This is an optimization exercise on Yosys and OpenROAD, whose aim is small area, a short achievable clock period and few clock cycles per item, not a production implementation. Function was checked by simulation only, so behaviour that the tests miss may differ from the original.

Setup of north:
==> flow/design.v (excerpt) <==
module dfr_top (
    input  logic                 clk,
    input  logic                 rst,
    input  logic                 wb_cyc,
    input  logic                 wb_stb,
    input  logic                 wb_we,
    input  logic [ADDR_W-1:0]    wb_adr,
    input  logic [WB_DATA_W-1:0] wb_dat_w,
    output logic [WB_DATA_W-1:0] wb_dat_r,
    output logic                 wb_ack
);
Size: about 1700 flip-flops, ~78 I/O pins, about 100000 um2 of cells after synthesis.
export LEC_CHECK = 0
export CAP_MARGIN = 20
export CORE_MARGIN = 2
export CORE_UTILIZATION = 50
export CTS_CLUSTER_DIAMETER = 100
export CTS_CLUSTER_SIZE = 20
export SLEW_MARGIN = 20
create_clock -name core_clock -period 12.5 [get_ports {clk}]
standard.sh (not shown) runs the stock make flow with config.mk's settings and CLKGATE_MAP_FILE= SYNTH_SCRIPT=/design/flow/synth_recipe.tcl, a recipe that flattens the netlist after the stock synthesis.
==> flow/flow/run.sh <==
#!/bin/bash
export SETUP_SLACK_MARGIN=8
bash standard.sh > standard.log 2>&1
Testbench counts of north, summed over its fixed seeds: cycles 16,820, jobs 256.
Input changes introduced in south (baseline for comparison: north):
# north
export LEC_CHECK = 0
export CAP_MARGIN = 20
export CORE_MARGIN = 2
export CORE_UTILIZATION = 50
export CTS_CLUSTER_DIAMETER = 100
export CTS_CLUSTER_SIZE = 20
export SLEW_MARGIN = 20
create_clock -name core_clock -period 12.5 [get_ports {clk}]
# south
export LEC_CHECK = 0
export CAP_MARGIN = 20
export CORE_MARGIN = 2
export CORE_UTILIZATION = 40
export CTS_CLUSTER_DIAMETER = 100
export CTS_CLUSTER_SIZE = 20
export SLEW_MARGIN = 20
create_clock -name core_clock -period 12.5 [get_ports {clk}]
-- flow/flow/run.sh --
<<< north, line 2
export SETUP_SLACK_MARGIN=8
>>> south, line 2
export SETUP_SLACK_MARGIN=9
==> comparison <==
- north → south: post-placement worst setup slack moved up, worst hold slack saw little to no change, via count of the first global-routing pass increased by 7.3% relative to the old numbers, total track usage now sits lower, maximum achievable frequency climbed 3.7%.
- Sort south and north by number of clock buffers in the layout desc -> top: south
- Reported for south and north, number of buffers inserted by hold repair at cts turned out identical to the last digit.
- Diff south..north | proportion of synthesized flip-flops having asynchronous set or reset | unchanged
- Violation count after the first detailed-routing iteration (higher): south
- Of south and north, the run reporting the lower global-route wire length before repair was north.
Modified inputs, east compared to south
-- flow/flow/run.sh --
<<< south, line 2
export SETUP_SLACK_MARGIN=9
>>> east, line 2
export SETUP_SLACK_MARGIN=8
Findings:
- east: normalized max-slew margin lower than south
- Changes observed in east relative to south: required time of the critical path fell 0.06 ns; global-route wire length before repair moved down; sequential standard cell area decreased about 0.6%.
- east and south ended up with nearly the same count of hold-fix buffers inserted at cts.
- Status: worst hold slack parity (east, south)
What west does differently from east at the input level:
# east
export LEC_CHECK = 0
export CAP_MARGIN = 20
export CORE_MARGIN = 2
export CORE_UTILIZATION = 40
export CTS_CLUSTER_DIAMETER = 100
export CTS_CLUSTER_SIZE = 20
export SLEW_MARGIN = 20
create_clock -name core_clock -period 12.5 [get_ports {clk}]
# west
export LEC_CHECK = 0
export CAP_MARGIN = 20
export CORE_MARGIN = 2
export CORE_UTILIZATION = 40
export CTS_CLUSTER_DIAMETER = 100
export CTS_CLUSTER_SIZE = 25
export SLEW_MARGIN = 20
create_clock -name core_clock -period 12.5 [get_ports {clk}]
[summary]
Data arrival time at the worst-slack endpoint: lower on east
Taking east as the reference, in west number of nets in the layout held steady; maximum cell stage delay along the critical path shrank by 0.02 ns.
What middle does differently from west at the input level:
# west
export LEC_CHECK = 0
export CAP_MARGIN = 20
export CORE_MARGIN = 2
export CORE_UTILIZATION = 40
export CTS_CLUSTER_DIAMETER = 100
export CTS_CLUSTER_SIZE = 25
export SLEW_MARGIN = 20
create_clock -name core_clock -period 12.5 [get_ports {clk}]
# middle
export LEC_CHECK = 0
export CAP_MARGIN = 20
export CORE_MARGIN = 2
export CORE_UTILIZATION = 40
export CTS_CLUSTER_DIAMETER = 100
export CTS_CLUSTER_SIZE = 20
export SLEW_MARGIN = 20
create_clock -name core_clock -period 12.5 [get_ports {clk}]
-- flow/flow/run.sh --
<<< west, line 2
export SETUP_SLACK_MARGIN=8
>>> middle, line 2
export SETUP_SLACK_MARGIN=8.2
Results
- Compared with west, middle has extra setup slack.
- Changes observed in middle relative to west: critical path depth down 4; number of vias in the routed layout up 1086; iteration-0 DRC count of the detailed router up 26; routed wire length up 2.1%.
- From west to middle the numbers moved as follows: delay of the slowest cell on the worst path grew by 0.22 ns, area taken by multi-input logic gates now larger.
- Final design instance area without fill (higher): middle

---

dfr_top again, from the RTL that the note above started with.
==> flow/config.mk <==
export PLATFORM = sky130hd
export DESIGN_NAME = dfr_top
export DESIGN_NICKNAME = dfr_top
export VERILOG_FILES = /design/flow/design.v
export SDC_FILE = /design/flow/constraint.sdc
export NUM_CORES = 4
export LEC_CHECK = 0
export CAP_MARGIN = 20
export CORE_MARGIN = 2
export CORE_UTILIZATION = 40
export CTS_CLUSTER_DIAMETER = 100
export CTS_CLUSTER_SIZE = 20
export SLEW_MARGIN = 20
==> flow/constraint.sdc <==
create_clock -name core_clock -period 12.5 [get_ports {clk}]
set_input_delay 2.5000 -clock core_clock [delete_from_list [all_inputs] [get_ports {clk}]]
set_output_delay 2.5000 -clock core_clock [all_outputs]
set_load 0.01 [all_outputs]
==> flow/flow/run.sh <==
#!/bin/bash
export SETUP_SLACK_MARGIN=8.1
bash standard.sh > standard.log 2>&1
Testbench counts at the start, summed over its fixed seeds: cycles 16,820, jobs 256.
Then changed:
==> flow/flow/run.sh (replaced) <==
#!/bin/bash
export SETUP_SLACK_MARGIN=8.5
bash standard.sh > standard.log 2>&1
--- a/flow/config.mk
+++ b/flow/config.mk
@@ -11,3 +11,3 @@
 export CTS_CLUSTER_DIAMETER = 100
-export CTS_CLUSTER_SIZE = 20
+export CTS_CLUSTER_SIZE = 25
 export SLEW_MARGIN = 20
=> Clock skew decreases by 0.039 ns; hold slack barely changes; final cell count increases by 1.9%; utilization rises by 2.4 points; area after synthesis does not change; design area rises by 5.3%.
Then changed:
==> flow/flow/run.sh (replaced) <==
#!/bin/bash
export SETUP_SLACK_MARGIN=8.3
bash standard.sh > standard.log 2>&1
--- a/flow/config.mk
+++ b/flow/config.mk
@@ -11,3 +11,3 @@
 export CTS_CLUSTER_DIAMETER = 100
-export CTS_CLUSTER_SIZE = 25
+export CTS_CLUSTER_SIZE = 20
 export SLEW_MARGIN = 20
Wire length is lower by 2.9%.
Via count is lower by 1.7%.
Global-route usage is lower by 0.48 points.
Synthesized area is unchanged.
Then changed:
==> flow/flow/run.sh (replaced) <==
#!/bin/bash
export SETUP_SLACK_MARGIN=8
bash standard.sh > standard.log 2>&1
--- a/flow/config.mk
+++ b/flow/config.mk
@@ -10,4 +10,2 @@
 export CORE_UTILIZATION = 40
-export CTS_CLUSTER_DIAMETER = 100
-export CTS_CLUSTER_SIZE = 20
 export SLEW_MARGIN = 20
What happened: Flip-flop and latch count is unchanged. First-iteration DRC count goes up by 5.1%. Routed wire length barely changes. Global-route usage is about the same. Setup slack degrades by 0.098 ns. Synthesized cell count is unchanged. Cell count grows by 0.50%. Via count stays flat. Sequential share of layout area is about the same.

[what the ideal ports hide]
In the flow no input, the clock included, has a driving cell. The finished layouts below were timed again as built, in two steps.
Step 1 assumes that a clkbuf_16 drives the clock port and a buf_2 every other input.
Step 2 adds t to the input delays and takes it off the output delays; t is the mean of the earliest and latest rising clock arrival at the registers after step 1. Input paths then give back, and output paths get back, about the clock's delay inside the block.
a / b / c = ideal / step 1 / step 2; a / b = the first two.
run	t (ns)	slack for setup (ns)	slew at the worst register clock pin (ns)	worst slew at a driven data input, ns	pins driven straight from the clock port
north	0.864	7.967 / 7.998 / 7.146	0.10 / 0.10	0.09	1
south	0.904	8.127 / 8.182 / 7.278	0.10 / 0.10	0.16	1
east	0.902	7.989 / 7.933 / 7.084	0.09 / 0.09	0.15	1
west	0.883	7.941 / 7.935 / 7.089	0.11 / 0.11	0.17	1
middle	0.882	8.127 / 8.150 / 7.268	0.09 / 0.09	0.16	1
the first run of note 2	0.906	8.075 / 8.021 / 7.242	0.09 / 0.09	0.04	1
the second run of note 2	0.878	8.121 / 8.153 / 7.275	0.11 / 0.11	0.12	1
the third run of note 2	0.887	8.065 / 8.113 / 7.226	0.10 / 0.10	0.15	1
the fourth run of note 2	0.934	7.967 / 7.951 / 7.066	0.07 / 0.07	0.17	1
After both steps every run listed still meets setup and hold. For east, which loses most, drivers alone change the setup slack by -0.056 ns; drivers and shift together by -0.905 ns.
